What follows belongs to an exercise in optimizing a design on an open flow for small area; a production flow would make more cautious choices.
Function was checked by simulation only, so behaviour that the tests miss may differ from the original. No driver is modelled on the clock port, so clocking that relies on it looks cheaper here than on a real chip.

JK:
==> flow/design.v <==
module ram_responder #(
  parameter int LAT        = 2,
  parameter int DEPTH_BITS = 6
) (
  input  logic        CLK,
  input  logic        nRST,
  input  logic [31:0] ramaddr,
  input  logic [31:0] ramstore,
  input  logic        ramREN,
  input  logic        ramWEN,
  output logic [31:0] ramload,
  output logic [1:0]  ramstate,
  output logic [31:0] rd_count,
  output logic [31:0] wr_count
);
  localparam int NS = 64;    
  localparam int NP = 22;    
  localparam logic [1:0] S_IDLE = 2'd0;
  localparam logic [1:0] S_BUSY = 2'd1;
  localparam logic [1:0] S_ACC  = 2'd2;
  localparam logic [1:0] S_ERR  = 2'd3;
  logic [1:0]  state_reg;
  logic        cnt_reg;
  logic [5:0]  idx_reg;
  logic        rd_op_reg;
  logic [5:0]  rot;
  logic        sweep;
  logic [31:0] rdat [NS];
  logic [31:0] bdata;
  logic [5:0]  bidx;
  logic        bpend;
  logic [31:0] tk;
  logic        req, bad, changed;
  logic [5:0]  idx;
  logic        acc, cap;
  assign req     = ramREN | ramWEN;
  assign bad     = (ramREN & ramWEN)
                 | (ramaddr[1:0] != 2'b00)
                 | (ramaddr[31:8] != '0);
  assign idx     = ramaddr[7:2];
  assign changed = (idx != idx_reg) | (ramREN != rd_op_reg);
  assign acc     = (state_reg == S_ACC);
  assign cap     = acc & ~rd_op_reg;
  always_ff @(posedge CLK or negedge nRST) begin
    if (!nRST) begin
      state_reg <= S_IDLE;
      rd_count  <= '0;
      wr_count  <= '0;
      rot       <= '0;
      sweep     <= 1'b1;
    end else begin
      rot      <= rot + 6'd1;
      if (rot == 6'd2) sweep <= 1'b0;
      rd_count <= rd_count + {31'd0, acc &  rd_op_reg};
      wr_count <= wr_count + {31'd0, acc & ~rd_op_reg};
      if (!req) begin
        state_reg <= S_IDLE;
      end else if (bad) begin
        state_reg <= S_ERR;
      end else if (state_reg != S_BUSY || changed) begin
        state_reg <= S_BUSY;
      end else if (!cnt_reg) begin
        state_reg <= S_ACC;
      end
    end
  end
  always_ff @(posedge CLK) begin
    if (req && !bad && (state_reg != S_BUSY || changed)) begin
      idx_reg   <= idx;
      rd_op_reg <= ramREN;
      cnt_reg   <= 1'b1;
    end else if (state_reg == S_BUSY) begin
      cnt_reg   <= 1'b0;
    end
  end
  logic [31:0] wdata;
  logic [5:0]  widx;
  logic        wlive;
  logic [5:0]  wslot;
  logic [NS-1:0] wport;
  assign wdata = cap ? ramstore : bdata;
  assign widx  = cap ? idx_reg  : bidx;
  assign wlive = cap | bpend;
  assign wslot = widx - rot;
  logic [31:0] pdata;
  assign pdata = sweep ? 32'd0 : wdata;
  always_ff @(posedge CLK) begin
    bdata <= wdata;
    bidx  <= widx;
  end
  always_ff @(posedge CLK or negedge nRST) begin
    if (!nRST) bpend <= 1'b0;
    else       bpend <= wlive & ~(|wport);
  end
  for (genvar s = 0; s < NS; s++) begin : g_slot
    localparam int NX = (s + 1) % NS;
    if (s % 3 == 0) begin : g_port
      localparam logic INV = ((s / 3) % 2) == 1;
      logic load;
      assign wport[s] = wlive & (wslot == 6'(NX));
      assign load     = wport[s] | sweep;
      always_ff @(posedge CLK)
        rdat[s] <= load ? (pdata ^ {32{INV}}) : ~rdat[NX];
    end else begin : g_plain
      assign wport[s] = 1'b0;
      always_ff @(posedge CLK)
        rdat[s] <= rdat[NX];
    end
  end
  logic [5:0]  rslot;
  logic [31:0] m;
  assign rslot = idx_reg - rot;
  always_comb begin
    m = '0;
    for (int j = 0; j < NP; j++)
      if (rslot == 6'(3 * j)) m = m | (rdat[3 * j] ^ {32{j % 2 == 1}});
  end
  logic [1:0]  rmod;
  logic        atport;
  assign rmod   = 2'(rslot % 6'd3);
  assign atport = (rmod == 2'd0);
  always_ff @(posedge CLK)
    if (atport) tk <= m;
  always_comb begin
    ramload = '0;
    if (acc && rd_op_reg)
      ramload = atport ? m : tk;
  end
  assign ramstate = state_reg;
endmodule
==> flow/config.mk <==
export PLATFORM = sky130hd
export DESIGN_NAME = ram_responder
export DESIGN_NICKNAME = ram_responder
export VERILOG_FILES = /design/flow/design.v
export SDC_FILE = /design/flow/constraint.sdc
export NUM_CORES = 4
export LEC_CHECK = 0
export ABC_AREA = 1
export CAP_MARGIN = 20
export CORE_MARGIN = 2
export CORE_UTILIZATION = 60
export CTS_CLUSTER_DIAMETER = 100
export CTS_CLUSTER_SIZE = 30
export SLEW_MARGIN = 20
==> flow/constraint.sdc <==
create_clock -name core_clock -period 10.0 [get_ports {CLK}]
set_input_delay 2.0000 -clock core_clock [delete_from_list [all_inputs] [get_ports {CLK}]]
set_output_delay 2.0000 -clock core_clock [all_outputs]
set_load 0.01 [all_outputs]
run.sh (not shown) runs the stock make flow with config.mk's settings and CLKGATE_MAP_FILE= SYNTH_SCRIPT=/design/flow/synth_recipe.tcl, a recipe that flattens the netlist after the stock synthesis.
JK: no failed stages, no open violations at the end
Modified inputs, MS compared to JK
# JK
export LEC_CHECK = 0
export ABC_AREA = 1
export CAP_MARGIN = 20
export CORE_MARGIN = 2
export CORE_UTILIZATION = 60
export CTS_CLUSTER_DIAMETER = 100
export CTS_CLUSTER_SIZE = 30
export SLEW_MARGIN = 20
create_clock -name core_clock -period 10.0 [get_ports {CLK}]
# MS
export LEC_CHECK = 0
export ABC_AREA = 1
export CAP_MARGIN = 20
export CORE_MARGIN = 2
export CORE_UTILIZATION = 60
export SLEW_MARGIN = 20
create_clock -name core_clock -period 10.0 [get_ports {CLK}]
==> flow/flow/run.sh (new file) <==
#!/bin/bash
# Layout: the standard layout (standard.sh) with three changes:
#  - synthesis is the standard flow's own script with ABC's area mapper (flow/area.script)
#    in place of ORFS's area script; everything else in it is unchanged;
#  - the port buffers are buf_1 cells;
#  - clock tree leaf clusters of at most 30 sinks within 100 um, without dummy loads.
set -euo pipefail
W=$(pwd)
F=$W/flow

# Synthesis script: ORFS's synth.tcl with the ABC script swapped, sourced from
# a copy of synth_recipe.tcl (which keeps -nofsm -noshare, flatten and rename).
sed "s#^source \$::env(SCRIPTS_DIR)/synth_preamble.tcl\$#&\nset abc_args [lreplace \$abc_args 1 1 $F/area.script]#" \
  "$FLOW_HOME/scripts/synth.tcl" > "$W/synth_core.tcl"
grep -q "area.script" "$W/synth_core.tcl"
sed "s#^source \$::env(SCRIPTS_DIR)/synth.tcl\$#source $W/synth_core.tcl#" \
  "$W/synth_recipe.tcl" > "$W/my_synth.tcl"
grep -q "synth_core.tcl" "$W/my_synth.tcl"

bash "$W/standard.sh" \
  "SYNTH_SCRIPT=$W/my_synth.tcl" \
  "BUFFER_PORTS_ARGS=-buffer_cell sky130_fd_sc_hd__buf_1" \
  "CTS_ARGS=-sink_clustering_enable -repair_clock_nets -sink_clustering_size 30 -sink_clustering_max_diameter 100 -dont_use_dummy_load" \
  finish > "$W/make.log" 2>&1
==> flow/flow/area.script (new file) <==
strash
dch
amap
topo
==> flow/standard.sh (new file) <==
#!/bin/bash
# synth_recipe.tcl (not shown) runs the flow's synth.tcl, then flattens the netlist and writes it again
# the make line also repeats each setting of config.mk as NAME=value (left out here)
make -C /OpenROAD-flow-scripts/flow DESIGN_CONFIG=/design/flow/config.mk WORK_HOME=/design/flow/orfs CLKGATE_MAP_FILE= SYNTH_SCRIPT=/design/flow/synth_recipe.tcl "${@:-finish}"
removed: flow/run.sh
Notes after the runs:
Taking JK as the reference, in MS critical path depth picked up an extra about 100%, aggregate routed wire length lost about 12%, share of final layout cell area taken by non-clock buffers went down by 0.95 points, shortest period the worst path allows +1.76 ns. MS: met1 global-route usage is 3.9 points lower than what JK reported. Critical path endpoint = ramload[21]: JK; critical path endpoint = ramload[14]: MS. For MS, the worst setup path startpoint was rot[1]$_DFF_PN0_, unlike JK, where it was idx_reg[0]$_DFFE_PP_.

static timing again, ports no longer ideal:
How much do the figures lean on ideal ports? The routed layouts below were timed once more, with nothing changed but the port constraints. Step 1, drivers: a clkbuf_16 drives CLK and a buf_2 each remaining input, both assumed. Step 2, shift: input delay + t, output delay - t, t = (earliest + latest rising clock arrival at the registers) / 2. This alone moves slack from input paths to output paths. a / b / c = ideal / step 1 / step 2; a / b = the first two.
| run | t, ns | setup slack, ns | worst slew at a driven data input, ns |
|---|---|---|---|
| JK | 0.772 | 2.006 / 1.932 / 2.703 | 0.10 |
| MS | 0.748 | 0.246 / 0.175 / 0.923 | 0.15 |
After both steps every run listed still meets setup and hold.
